Context: an optimization exercise on an open-source flow, tuned for small area, a short achievable clock period and few clock cycles per item. The choices shown serve that exercise and are no tape-out recipe. In this exercise RTL edits were held to simulation tests only and were not proved equivalent to the original.

--- design/flow/config.mk ---
export PLATFORM = sky130hd
export DESIGN_NAME = mesh_xy_hop_and_die_crossing_counter
export DESIGN_NICKNAME = mesh_xy_hop_and_die_crossing_counter
export VERILOG_FILES = /design/flow/design.v
export SDC_FILE = /design/flow/constraint.sdc
export NUM_CORES = 4
export LEC_CHECK = 0
export CAP_MARGIN = 20
export CORE_MARGIN = 2
export CORE_UTILIZATION = 40
export SETUP_SLACK_MARGIN = 3
export SLEW_MARGIN = 20
--- design/flow/constraint.sdc ---
create_clock -name core_clock -period 8.0 [get_ports {clk}]
set_input_delay 1.6000 -clock core_clock [delete_from_list [all_inputs] [get_ports {clk}]]
set_output_delay 1.6000 -clock core_clock [all_outputs]
set_load 0.01 [all_outputs]
--- design/flow/design.v ---
package mxhd_pkg;
  localparam int COORD_BITS_DEF = 6;
  localparam int TOTAL_BITS_DEF = 48;
  localparam int STEP_BITS      = 6;
  localparam int TREE_BITS      = 14;
  localparam int VOL_BITS       = 32;
  localparam int CFG_IDX_BITS   = 2;
  localparam int MUL_BITS       = 7;
  localparam logic [STEP_BITS-1:0] STEP_X_RST = STEP_BITS'(4);
  localparam logic [STEP_BITS-1:0] STEP_Y_RST = STEP_BITS'(4);
  localparam logic [CFG_IDX_BITS-1:0] CFG_STEP_X     = 2'd0;
  localparam logic [CFG_IDX_BITS-1:0] CFG_STEP_Y     = 2'd1;
  localparam logic [CFG_IDX_BITS-1:0] CFG_SINGLE_DIE = 2'd2;
endpackage
module mxhd_divider #(
  parameter int COORD_BITS = mxhd_pkg::COORD_BITS_DEF
) (
  input  logic [COORD_BITS-1:0] dividend,
  input  logic [6:0]            low_step,      
  input  logic [7:1][8:0]       mult,       
  input  logic                  big,        
  input  logic                  en,
  output logic [COORD_BITS-1:0] quotient
);
  localparam int CB = COORD_BITS;
  logic [7:1]    t;
  logic [2:0]    qbig;
  logic [CB-1:0] q3, q5, q6, q7, qs;
  function automatic logic at_least(input logic [CB-1:0] x, input logic [8:0] th);
    logic lt, eq;
    lt = 1'b0;
    eq = 1'b1;
    for (int i = CB - 1; i >= 0; i--) begin
      lt = lt || (eq && th[i] && !x[i]);
      eq = eq && (th[i] == x[i]);
    end
    lt = lt || (th[8:CB] != '0);
    at_least = !lt;
  endfunction
  function automatic logic [CB-1:0] div_const(input logic [CB-1:0] x, input int d);
    logic [CB-1:0] q;
    q = '0;
    for (int v = 0; v < (1 << CB); v++) begin
      if (x == CB'(v)) begin
        q = CB'(v / d);
      end
    end
    div_const = q;
  endfunction
  always_comb begin
    for (int k = 1; k <= 7; k++) begin
      t[k] = at_least(dividend, mult[k]);
    end
    qbig[2] = t[4];
    qbig[1] = (t[2] && !t[4]) || t[6];
    qbig[0] = (t[1] && !t[2]) || (t[3] && !t[4]) || (t[5] && !t[6]) || t[7];
    q3 = div_const(dividend, 3);
    q5 = div_const(dividend, 5);
    q6 = div_const(dividend, 6);
    q7 = div_const(dividend, 7);
    qs = ({CB{low_step[0]}} & dividend)
       | ({CB{low_step[1]}} & (dividend >> 1))
       | ({CB{low_step[2]}} & q3)
       | ({CB{low_step[3]}} & (dividend >> 2))
       | ({CB{low_step[4]}} & q5)
       | ({CB{low_step[5]}} & q6)
       | ({CB{low_step[6]}} & q7)
       | ({CB{big}} & CB'(qbig));
    quotient = en ? qs : '0;
  end
endmodule
module mxhd_sequencer #(
  parameter int COORD_BITS = mxhd_pkg::COORD_BITS_DEF
) (
  input  logic                  en,
  input  logic [COORD_BITS-1:0] s,
  input  logic [COORD_BITS-1:0] qs,
  input  logic [COORD_BITS-1:0] m,
  input  logic [COORD_BITS-1:0] qm,
  input  logic [COORD_BITS-1:0] d,
  input  logic [COORD_BITS-1:0] qd,
  output logic [COORD_BITS-1:0] len,
  output logic [COORD_BITS-1:0] qlo,
  output logic [COORD_BITS-1:0] qhi
);
  logic s_lo, s_hi;
  always_comb begin
    s_lo = (s < m);
    s_hi = (s > d);
    len  = en ? ((s_hi ? s : d) - (s_lo ? s : m)) : '0;
    qlo  = en ? (s_lo ? qs : qm) : '0;
    qhi  = en ? (s_hi ? qs : qd) : '0;
  end
endmodule
module mxhd_datapath #(
  parameter int TOTAL_BITS = mxhd_pkg::TOTAL_BITS_DEF,
  parameter int ADD_BITS   = mxhd_pkg::MUL_BITS + mxhd_pkg::VOL_BITS
) (
  input  logic [TOTAL_BITS-1:0] total,
  input  logic [ADD_BITS-1:0]   addend,
  output logic [TOTAL_BITS-1:0] result,
  output logic                  ovf
);
  logic [TOTAL_BITS:0] sum;
  always_comb begin
    sum    = {1'b0, total} + (TOTAL_BITS + 1)'(addend);
    ovf    = sum[TOTAL_BITS];
    result = sum[TOTAL_BITS-1:0] | {TOTAL_BITS{ovf}};
  end
endmodule
module mesh_xy_hop_and_die_crossing_counter #(
  parameter int COORD_BITS = mxhd_pkg::COORD_BITS_DEF,
  parameter int TOTAL_BITS = mxhd_pkg::TOTAL_BITS_DEF
) (
  input  logic                              clk,
  input  logic                              rst_n,
  input  logic                              in_valid,
  output logic                              in_stall,
  input  logic                              in_operation,
  input  logic [COORD_BITS-1:0]             in_src_x,
  input  logic [COORD_BITS-1:0]             in_src_y,
  input  logic [COORD_BITS-1:0]             in_dest_x,
  input  logic [COORD_BITS-1:0]             in_dest_y,
  input  logic [mxhd_pkg::VOL_BITS-1:0]     in_volume,
  input  logic                              in_last_dest,
  output logic                              out_valid,
  input  logic                              out_stall,
  output logic [TOTAL_BITS-1:0]             out_onchip_hops_total,
  output logic [TOTAL_BITS-1:0]             out_crossing_hops_total,
  output logic                              out_saturated,
  input  logic                              cfg_valid,
  output logic                              cfg_ready,
  input  logic [mxhd_pkg::CFG_IDX_BITS-1:0] cfg_index,
  input  logic [mxhd_pkg::STEP_BITS-1:0]    cfg_data
);
  localparam int CB = COORD_BITS;
  localparam int SB = mxhd_pkg::STEP_BITS;
  localparam int TB = mxhd_pkg::TREE_BITS;
  localparam int VB = mxhd_pkg::VOL_BITS;
  localparam int MB = mxhd_pkg::MUL_BITS;
  logic [SB-1:0] step_x_r, step_y_r;
  logic          single_die_r;
  assign cfg_ready = 1'b1;
  always_ff @(posedge clk) begin
    if (!rst_n) begin
      step_x_r     <= mxhd_pkg::STEP_X_RST;
      step_y_r     <= mxhd_pkg::STEP_Y_RST;
      single_die_r <= 1'b0;
    end else if (cfg_valid) begin
      case (cfg_index)
        mxhd_pkg::CFG_STEP_X:     step_x_r     <= cfg_data;
        mxhd_pkg::CFG_STEP_Y:     step_y_r     <= cfg_data;
        mxhd_pkg::CFG_SINGLE_DIE: single_die_r <= cfg_data[0];
        default: begin
        end
      endcase
    end
  end
  logic hold, adv;
  logic out_valid_r;
  logic r1_v, r1_more;
  assign hold     = out_valid_r && out_stall;
  assign adv      = !hold && !(r1_v && r1_more);
  assign in_stall = !adv;
  logic             en_x, en_y, big_x, big_y;
  logic [6:0]       small_x, small_y;
  logic [7:1][8:0]  mult_x, mult_y;
  logic [CB-1:0]    qsx_in, qdx_in, qsy_in, qdy_in;
  always_comb begin
    en_x  = (step_x_r != '0) && !(in_operation && single_die_r);
    en_y  = (step_y_r != '0) && !(in_operation && single_die_r);
    big_x = (step_x_r[SB-1:3] != '0);
    big_y = (step_y_r[SB-1:3] != '0);
    for (int k = 1; k <= 7; k++) begin
      small_x[k-1] = (step_x_r == SB'(k));
      small_y[k-1] = (step_y_r == SB'(k));
      mult_x[k]    = 9'(step_x_r) * 9'(k);
      mult_y[k]    = 9'(step_y_r) * 9'(k);
    end
  end
  mxhd_divider #(.COORD_BITS(CB)) u_dsx (
    .dividend(in_src_x), .low_step(small_x), .mult(mult_x), .big(big_x), .en(en_x), .quotient(qsx_in));
  mxhd_divider #(.COORD_BITS(CB)) u_ddx (
    .dividend(in_dest_x), .low_step(small_x), .mult(mult_x), .big(big_x), .en(en_x), .quotient(qdx_in));
  mxhd_divider #(.COORD_BITS(CB)) u_dsy (
    .dividend(in_src_y), .low_step(small_y), .mult(mult_y), .big(big_y), .en(en_y), .quotient(qsy_in));
  mxhd_divider #(.COORD_BITS(CB)) u_ddy (
    .dividend(in_dest_y), .low_step(small_y), .mult(mult_y), .big(big_y), .en(en_y), .quotient(qdy_in));
  logic          in_run_r;
  logic [CB-1:0] first_x_r, qfirst_x_r, col_x_r, cmy_r, qcmy_r, py_r, qpy_r;
  logic          take_m, m_run, same_col, g_a, g_xy;
  logic [CB-1:0] mx, qmx, my, qmy;
  assign take_m = adv && in_valid && in_operation;
  always_comb begin
    m_run    = in_operation && in_run_r;
    same_col = (in_dest_x == col_x_r);
    mx  = m_run ? first_x_r  : in_dest_x;
    qmx = m_run ? qfirst_x_r : qdx_in;
    my  = (m_run && same_col) ? cmy_r  : in_dest_y;
    qmy = (m_run && same_col) ? qcmy_r : qdy_in;
    g_a  = m_run && !same_col;
    g_xy = !in_operation || in_last_dest;
  end
  always_ff @(posedge clk) begin
    if (!rst_n) begin
      in_run_r <= 1'b0;
    end else if (take_m) begin
      in_run_r <= !in_last_dest;
    end
  end
  always_ff @(posedge clk) begin
    if (take_m) begin
      first_x_r  <= mx;
      qfirst_x_r <= qmx;
      col_x_r    <= in_dest_x;
      cmy_r      <= my;
      qcmy_r     <= qmy;
      py_r       <= in_dest_y;
      qpy_r      <= qdy_in;
    end
  end
  logic [CB-1:0] x_len, x_qlo, x_qhi, y_len, y_qlo, y_qhi, c_len, c_qlo, c_qhi;
  mxhd_sequencer #(.COORD_BITS(CB)) u_spx (
    .en(g_xy), .s(in_src_x), .qs(qsx_in), .m(mx), .qm(qmx), .d(in_dest_x), .qd(qdx_in),
    .len(x_len), .qlo(x_qlo), .qhi(x_qhi));
  mxhd_sequencer #(.COORD_BITS(CB)) u_spy (
    .en(g_xy), .s(in_src_y), .qs(qsy_in), .m(my), .qm(qmy), .d(in_dest_y), .qd(qdy_in),
    .len(y_len), .qlo(y_qlo), .qhi(y_qhi));
  mxhd_sequencer #(.COORD_BITS(CB)) u_spc (
    .en(g_a), .s(in_src_y), .qs(qsy_in), .m(cmy_r), .qm(qcmy_r), .d(py_r), .qd(qpy_r),
    .len(c_len), .qlo(c_qlo), .qhi(c_qhi));
  logic          a_v, a_op, a_last, a_run;
  logic [CB-1:0] a_xl, a_xlo, a_xhi, a_yl, a_ylo, a_yhi, a_cl, a_clo, a_chi;
  logic [VB-1:0] a_vol;
  always_ff @(posedge clk) begin
    if (!rst_n) begin
      a_v <= 1'b0;
    end else if (adv) begin
      a_v <= in_valid;
    end
  end
  always_ff @(posedge clk) begin
    if (adv) begin
      a_op   <= in_operation;
      a_last <= in_last_dest;
      a_run  <= m_run;
      a_xl   <= x_len;
      a_xlo  <= x_qlo;
      a_xhi  <= x_qhi;
      a_yl   <= y_len;
      a_ylo  <= y_qlo;
      a_yhi  <= y_qhi;
      a_cl   <= c_len;
      a_clo  <= c_qlo;
      a_chi  <= c_qhi;
      a_vol  <= in_volume;
    end
  end
  logic [TB-1:0] tree_h_r, tree_c_r;
  logic [TB+1:0] sum_h, sum_c;
  logic [TB-1:0] tree_h_n, tree_c_n;
  logic          tree_ovf;
  always_comb begin
    sum_c = (a_run ? (TB + 2)'(tree_c_r) : (TB + 2)'(0))
          + (TB + 2)'(a_xhi) + (TB + 2)'(a_yhi) + (TB + 2)'(a_chi)
          - (TB + 2)'(a_xlo) - (TB + 2)'(a_ylo) - (TB + 2)'(a_clo);
    sum_h = (a_run ? (TB + 2)'(tree_h_r) : (TB + 2)'(0))
          + (TB + 2)'(a_xl) + (TB + 2)'(a_yl) + (TB + 2)'(a_cl)
          - (TB + 2)'(a_xhi) - (TB + 2)'(a_yhi) - (TB + 2)'(a_chi)
          + (TB + 2)'(a_xlo) + (TB + 2)'(a_ylo) + (TB + 2)'(a_clo);
    tree_h_n = sum_h[TB] ? {TB{1'b1}} : sum_h[TB-1:0];
    tree_c_n = sum_c[TB] ? {TB{1'b1}} : sum_c[TB-1:0];
    tree_ovf = a_op && (sum_h[TB] || sum_c[TB]);
  end
  always_ff @(posedge clk) begin
    if (adv && a_v && a_op) begin
      tree_h_r <= tree_h_n;
      tree_c_r <= tree_c_n;
    end
  end
  logic [VB-1:0] r1_vol;
  logic [TB-1:0] r1_on, r1_cr;
  logic          r1_ovf;
  logic [MB-1:0] pass_on, pass_cr;
  logic          big_on, big_cr;
  always_comb begin
    big_on  = (r1_on[TB-1:MB] != '0);
    big_cr  = (r1_cr[TB-1:MB] != '0);
    r1_more = big_on || big_cr;
    pass_on = big_on ? {MB{1'b1}} : r1_on[MB-1:0];
    pass_cr = big_cr ? {MB{1'b1}} : r1_cr[MB-1:0];
  end
  always_ff @(posedge clk) begin
    if (!rst_n) begin
      r1_v <= 1'b0;
    end else if (adv) begin
      r1_v <= a_v;
    end
  end
  always_ff @(posedge clk) begin
    if (adv) begin
      r1_vol <= a_vol;
      r1_on  <= (a_op && !a_last) ? '0 : tree_h_n;
      r1_cr  <= (a_op && !a_last) ? '0 : tree_c_n;
      r1_ovf <= tree_ovf;
    end else if (!hold) begin
      r1_on <= r1_on - TB'(pass_on);
      r1_cr <= r1_cr - TB'(pass_cr);
    end
  end
  localparam int PB = MB + VB;
  logic          p_v, p_final, p_ovf;
  logic [PB-1:0] p_on, p_cr;
  always_ff @(posedge clk) begin
    if (!rst_n) begin
      p_v <= 1'b0;
    end else if (!hold) begin
      p_v <= r1_v;
    end
  end
  always_ff @(posedge clk) begin
    if (!hold) begin
      p_final <= !r1_more;
      p_ovf   <= r1_ovf;
      p_on    <= PB'(pass_on) * PB'(r1_vol);
      p_cr    <= PB'(pass_cr) * PB'(r1_vol);
    end
  end
  logic [TOTAL_BITS-1:0] onchip_r, cross_r, onchip_n, cross_n;
  logic                  sat_r, ovf_on, ovf_cr;
  mxhd_datapath #(.TOTAL_BITS(TOTAL_BITS), .ADD_BITS(PB)) u_acc_on (
    .total(onchip_r), .addend(p_on), .result(onchip_n), .ovf(ovf_on));
  mxhd_datapath #(.TOTAL_BITS(TOTAL_BITS), .ADD_BITS(PB)) u_acc_cr (
    .total(cross_r), .addend(p_cr), .result(cross_n), .ovf(ovf_cr));
  always_ff @(posedge clk) begin
    if (!rst_n) begin
      onchip_r    <= '0;
      cross_r     <= '0;
      sat_r       <= 1'b0;
      out_valid_r <= 1'b0;
    end else if (!hold) begin
      out_valid_r <= p_v && p_final;
      if (p_v) begin
        onchip_r <= onchip_n;
        cross_r  <= cross_n;
        if (ovf_on || ovf_cr || p_ovf) begin
          sat_r <= 1'b1;
        end
      end
    end
  end
  assign out_valid               = out_valid_r;
  assign out_onchip_hops_total   = onchip_r;
  assign out_crossing_hops_total = cross_r;
  assign out_saturated           = sat_r;
endmodule
--- design/flow/run.sh ---
#!/bin/bash
# synth_recipe.tcl (not shown) runs the flow's synth.tcl, then flattens the netlist and writes it again
# the make line also repeats each setting of config.mk as NAME=value (left out here)
make -C /OpenROAD-flow-scripts/flow DESIGN_CONFIG=/design/flow/config.mk WORK_HOME=/design/flow/orfs CLKGATE_MAP_FILE= SYNTH_SCRIPT=/design/flow/synth_recipe.tcl finish
==> results of run 1 <==
[registers in the layout (all words and copies together), names as in the netlist, 14 cells and up]
signal and count:
cross_r 48, onchip_r 48, p_cr 39, p_on 39
a_vol 32, r1_vol 32, r1_cr 14, r1_on 14
tree_c_r 14, tree_h_r 14
[through the flow]
| step | hold WS (ns) | cells |
|---|---|---|
| floorplan | 0.400 | 4783 |
| global placement | 0.402 | 6188 |
| detailed placement | 0.405 | 6189 |
| CTS | 0.385 | 6450 |
| global route | 0.382 | 6494 |
| finish | 0.378 | 6494 |
[final cells by class]
type	count	area (sq um)	area share, %
Timing Repair Buffer	413	3990	7.54
Multi-Input combinational cell	3710	32400	61.1
Sequential cell	415	11300	21.4
Tap cell	1414	1770	3.34
Inverter	443	1690	3.20
Clock inverter	25	274	0.517
Clock buffer	74	1550	2.93
[metal layers]
layer	vias up	track usage (%)	wire (um)
met2	1047	37.6	60000
met5	-	0	49
met4	8	8.57	5060
met3	229	2.72	6590
li1	17200	-	-
met1	17800	30.2	56100
[kinds of logic (layout without fill, tap and decap cells)]
kind of cell,Yosys count,in the layout,synth area share [%]
flip-flops,415,415,25.8
buffers and inverters,679,955,5.91
other,1,1,0.00857
XOR/XNOR,222,223,4.44
adder cells (fa/ha/maj),843,843,30.6
AO/OA/AOI/OAI,1165,1165,17.0
multiplexers,50,50,1.19
AND/OR/NAND/NOR,1408,1428,15.1
[placed cells by master, fill, tap and decap left out, types with 18 or more instances in the layout]
cell type	count
nand2_2	36
nor2b_1	90
a31oi_1	53
o211ai_1	18
xnor2_1	115
o22ai_1	32
nand2b_1	47
inv_1	414
a21oi_2	46
buf_4	165
o21bai_1	35
a21o_1	92
nor3_1	49
xor2_1	82
clkbuf_16	59
fa_1	385
a22o_1	22
a211oi_1	30
ha_1	341
nand3_1	67
clkdlybuf4s50_1	154
maj3_2	22
dfxtp_1	113
nor2_1	238
and3_1	51
mux2i_1	37
o21a_1	41
a21oi_1	284
ha_4	38
nand2b_4	34
and2_4	20
nand2_1	564
o21ai_0	251
and2_1	58
maj3_1	42
edfxtp_1	300
buf_6	53
nand4_1	21
[worst min-delay path by stage]
stage	cells past startpoint	slack, ns	to	startpoint
finish	0	0.38	r1_vol[21]	a_vol[21]
global route	0	0.38	r1_vol[21]	a_vol[21]
CTS	0	0.39	r1_vol[21]	a_vol[21]
detailed placement	0	0.40	p_ovf	r1_ovf
global placement	0	0.40	r1_vol[17]	a_vol[17]
floorplan	0	0.40	p_ovf	r1_ovf
[worst max-delay path, stage by stage (launching register included)]
cell and delay [ns]:
edfxtp_1 0.43, or4_4 0.53, nor4_4 0.23, buf_6 0.21, nand2b_4 0.14, buf_6 0.16
nand2_2 0.06, fa_1 0.44, fa_1 0.54, inv_1 0.05, fa_1 0.45, fa_1 0.54
ha_4 0.22, and3_4 0.20, a221oi_4 0.28, o21ai_2 0.14, a31oi_4 0.24, o2bb2ai_4 0.12
o41ai_4 0.30, buf_4 0.18, o21bai_1 0.05, a21oi_1 0.18, xnor2_1 0.08
[what timing repair did]
| item | 4_1_cts | 5_1_grt |
|---|---|---|
| setup buffers | 137 | 42 |
| gates resized for setup | 278 | 149 |
| pin swaps | 143 | 82 |
| endpoints found under the setup margin | 138 | 135 |
| cloned | 25 | 2 |
==> results.yml, run 1 <==
run_status:
  outcome: "complete, no violations"
logic_synthesis:
  ys.flop_type: "edfxtp_1"
  synth_top_cells_by_area: "edfxtp_1, fa_1, ha_1, dfxtp_1, nand2_1"
  synth-seq-area-share_pct: 25.8
  synth-edff-count: 300
  ys_seq_elements: 415
  netlist_area_sq_um: 43800
  synth-warning-count: 4
  synth_area_per_cell_sq_um: 9.15
  synth_commonest_cells: "nand2_1, inv_1, fa_1"
  synth.top_cell.area_share_pct: 20.6
  synth.most_common_cell: "nand2_1"
  syn_nets: 5633
  async_reset_ff_share_pct: 0
  synth.distinct_cells: 96
  yosysTopAreaCell: "edfxtp_1"
  syn-instance-count: 4783
floorplanning:
  start_util_pct: 40.3
  die_h_um: 335
  core-area_sq_um: 109000
  rows: 121
  ios: 171
  die_area_sq_um: 112000
  die_w_um: 335
clock_network:
  numCtsBuffers: 54
  cts_tree: "yes"
  clock_path_buffers: 3
  clock_sinks: 415
  root_buffer: "clkbuf_16"
  path_clk_slew_ns: 0.06
  worstSkewPairLatency_ns: 0.66
  cts_hold_buf: 0
  htree_levels: 2
finish:
  drive_gt1_share_pct: 15.4
  finalCoreUtilization_pct: 48.7
  design_area_sq_um: 53000
  fillers: 10100
  area_growth_pct: 21.0
  nNetsFinal: 5887
  n_antenna_cell: 0
placed_design:
  io_buffers: 169
  gp_congestion: 0.921
  postPlaceCellArea_sq_um: 47500
  hpwl_mm: 90.1
  pre_cts_slack_ns: 1.30
global_routing:
  grt_max_degree: 82
  grt_pass1_wl_mm: 203
  grt_pass1_vias: 36200
  gr-total-overflow: 0
  antenna_found_initial: 5
  gr-usage-all-layers_pct: 22.6
worst_setup_path:
  worstPathArrival_ns: 6.44
  path_class: "reg2reg"
  endpoint: "p_on[34]"
  reg2reg_from: "r1_on[8]"
  endpoint_kind: "flip-flop"
  startpoint: "r1_on[8]"
  cp_max_fo: 6
  rr_endpoint: "p_on[34]"
  r2r_slack_ns: 1.95
  required_ns: 8.39
  ff2ff_path_depth: 22
  cp-start-kind: "flip-flop"
sta:
  period_share_pct: 75.7
  min_period_ns: 6.05
  rsz0062_at_grt: "yes"
  tns_ns: 0
  worst_pin_slew_ns: 1.06
  worst_slack_ns: 1.95
  skew_ns: 0.0489
  setup_viol: 0
  fmax_mhz: 165
  drv_slew: 0
  slew_headroom_pct: 27.4
  finalHoldViolCount: 0
routing:
  via_count: 36300
  drtPass1Iterations: 8
  drt-total-wl_mm: 128
  wl_per_cell_um: 19.7
  drtIter0Drc: 2688
  drc: 0
  drtAntennaViolNets: 0
  viasPerCell: 5.59
flow_run:
  maxCapViolations: 0
hold_path:
  worstHoldPathType: "reg2reg"
Testbench counts, summed over its fixed seeds: cycles 4,144, items 4,024.
==> inputs of run 2 (changes only) <==
--- a/design/flow/config.mk
+++ b/design/flow/config.mk
@@ -8,5 +8,4 @@
 export CAP_MARGIN = 20
 export CORE_MARGIN = 2
 export CORE_UTILIZATION = 40
-export SETUP_SLACK_MARGIN = 3
 export SLEW_MARGIN = 20
==> run 2 against run 1 <==
  * Highest routed layer unchanged
  * Routed wire length down 7.8%
  * Non-clock buffer count down 168
  * Maximum frequency down 18%
  * Register-to-register slack worse by 1.3 ns
  * Synthesized cell count unchanged
==> results.yml, run 2 <==
worst_setup_path:
  path_class: "reg2reg"
  rr_endpoint: "p_on[35]"
  r2r_slack_ns: 0.62
  path_delay_family: "adder cells"
  crit_path_top_delay_cell: "nand2b_1"
  reg2reg_from: "r1_on[7]"
  cp_common_cell: "fa_1"
  endpoint_kind: "flip-flop"
  cp-start-kind: "flip-flop"
  worstPathArrival_ns: 7.76
  cp_max_fo: 25
  path_buf_inv: 3
  startpoint: "r1_on[7]"
  required_ns: 8.38
  ff2ff_path_depth: 22
  cp_cell_sequence: "or4_1 -> nor4_1 -> buf_4 -> nand2b_1 -> and2_1 -> fa_1 -> inv_1 -> fa_1 -> fa_1 -> inv_1 -> fa_1 -> ha_1 -> nand3_1 -> o211ai_1 -> o221ai_1 -> a21oi_1 -> a21oi_1 -> o221ai_1 -> a21o_1 -> a21o_1 -> a41oi_1 -> xnor2_1"
  max_stage_delay_ns: 0.62
finish:
  final_cells: 6302
  n_antenna_cell: 0
  drive_gt1_share_pct: 5.42
  fillers: 10500
  layout_common_cells: "nand2_1, inv_1, fa_1"
  finalCoreUtilization_pct: 44.8
  seqCellArea_sq_um: 11300
  multi_input_area_sq_um: 29900
  reg.largest.list: "cross_r: 48 flops, onchip_r: 48 flops"
  layout_commonest_cell: "nand2_1"
  area_growth_pct: 11.2
  nNetsFinal: 5695
logic_synthesis:
  synth.top_cell.area_share_pct: 20.6
  netlist_area_sq_um: 43800
  ys_seq_elements: 415
  syn_nets: 5633
  syn-instance-count: 4783
  synth.distinct_cells: 96
  yosysTopAreaCell: "edfxtp_1"
  synth_area_per_cell_sq_um: 9.15
  ys.flop_type: "edfxtp_1"
  synth-warning-count: 4
  synth_top_cells_by_area: "edfxtp_1, fa_1, ha_1, dfxtp_1, nand2_1"
  synth_commonest_cells: "nand2_1, inv_1, fa_1"
  synth.most_common_cell: "nand2_1"
  async_reset_ff_share_pct: 0
  synth-seq-area-share_pct: 25.8
  synth-edff-count: 300
global_routing:
  antenna_found_initial: 7
  grt_pass1_wl_mm: 190
  gr-total-overflow: 0
  grt_max_degree: 84
  gr-usage-all-layers_pct: 21.0
  grt_pass1_vias: 34400
clock_network:
  clock_path_buffers: 3
  root_buffer: "clkbuf_16"
  postCtsSetupBuffers: 0
  worstSkewPairLatency_ns: 0.64
  cts_resized: 0
  clock_sinks: 415
  path_clk_slew_ns: 0.06
  cts_hold_buf: 0
  cts_tree: "yes"
  htree_levels: 2
  numCtsBuffers: 51
sta:
  tns_ns: 0
  whs_ns: 0.404
  fmax_mhz: 136
  finalHoldViolCount: 0
  slew_headroom_pct: 23.0
  skew_ns: 0.0339
  setup_viol: 0
  min_period_ns: 7.38
  worst_pin_slew_ns: 1.15
  drv_slew: 0
  rsz0062_at_grt: "no"
  period_share_pct: 92.2
placed_design:
  gp_congestion: 0.905
  hpwl_mm: 89.6
  io_buffers: 169
  placed_cells: 6206
floorplanning:
  die_w_um: 335
  core-area_sq_um: 109000
  start_util_pct: 40.3
  rows: 121
  ios: 171
  die_area_sq_um: 112000
  die_h_um: 335
hold_path:
  worstHoldPathType: "reg2reg"
  hold_path_depth: 0
  min_from: "a_vol[20]"
  holdPathEnd: "r1_vol[20]"
routing:
  via_count: 35100
  drt-total-wl_mm: 118
  drc: 0
  drtPass1Iterations: 7
  wl_per_cell_um: 18.7
  drtIter0Drc: 2405
  viasPerCell: 5.56
  drtAntennaViolNets: 0
run_status:
  outcome: "complete, no violations"
flow_run:
  maxCapViolations: 0
## run 2: cell counts after synthesis
No cell type changed its count.
## run 2: metal layers
metal  track usage [%]  wire [um]
met3              2.46       6340
met5                 0         54
met2              35.7      56000
met1              28.4      52800
met4              5.26       2680
## run 2: cell type report
| class | count | area share, % |
|---|---|---|
| Multi-Input combinational cell | 3689 | 61.5 |
| Tap cell | 1414 | 3.63 |
| Sequential cell | 415 | 23.2 |
| Timing Repair Buffer | 245 | 4.64 |
| Clock buffer | 63 | 2.90 |
| Clock inverter | 33 | 0.689 |
| Inverter | 443 | 3.43 |
## run 2: worst reg2reg max path, cell delays in order (launching register included)
cell	delay [ns]
edfxtp_1	0.44
or4_1	0.58
nor4_1	0.21
buf_4	0.22
nand2b_1	0.62
and2_1	0.45
fa_1	0.51
inv_1	0.06
fa_1	0.50
fa_1	0.49
inv_1	0.05
fa_1	0.44
ha_1	0.38
nand3_1	0.09
o211ai_1	0.28
o221ai_1	0.23
a21oi_1	0.47
a21oi_1	0.22
o221ai_1	0.25
a21o_1	0.18
a21o_1	0.17
a41oi_1	0.15
xnor2_1	0.15
## run 2: cell families (layout without fill, tap and decap cells)
kind of cell	count (synthesis)	in the layout	share of synthesized area, %
adders and majority gates	843	843	30.6
xor gates and xnor gates	222	222	4.44
buffers and inverters	679	784	5.91
muxes	50	50	1.19
and+or+nand+nor	1408	1408	15.1
AOI/OAI and AO/OA	1165	1165	17.0
DFF	415	415	25.8
other	1	1	0.00857
## run 2: worst max-delay path by stage
stage,end,cells after the start
2_1_floorplan,cmy_r[0],5
3_3_place_gp,p_on[38],22
3_5_place_dp,p_on[38],23
4_1_cts,p_on[38],23
5_1_grt,p_on[38],21
6_report,p_on[35],22
## run 2: metrics by stage
| stage | setup WS [ns] | area [sq um] |
|---|---|---|
| 2_1_floorplan | 0.0447 | 43800 |
| 3_3_place_gp | 0.761 | 46900 |
| 3_5_place_dp | 0.615 | 46900 |
| 4_1_cts | 0.621 | 48700 |
| 5_1_grt | 0.116 | 48700 |
| 6_report | 0.625 | 48700 |

[static timing again, ports no longer ideal]
In the flow no input, the clock included, has a driving cell. The finished layouts below were timed again as built, in two steps. Step 1, drivers: a clkbuf_16 drives clk and a buf_2 each remaining input, both assumed. Step 2, shift: input delay + t, output delay - t, t = (earliest + latest rising clock arrival at the registers) / 2. This alone moves slack from input paths to output paths. Three values: no drivers, after step 1, after step 2; two values: the first two.
run	t, ns	slack for setup (ns)	hold WS [ns]
run 1	0.704	1.948 / 1.948 / 1.948	0.378 / 0.378 / 0.378
run 2	0.692	0.625 / 0.625 / 0.625	0.404 / 0.404 / 0.404
After both steps setup and hold are still met in every run listed.
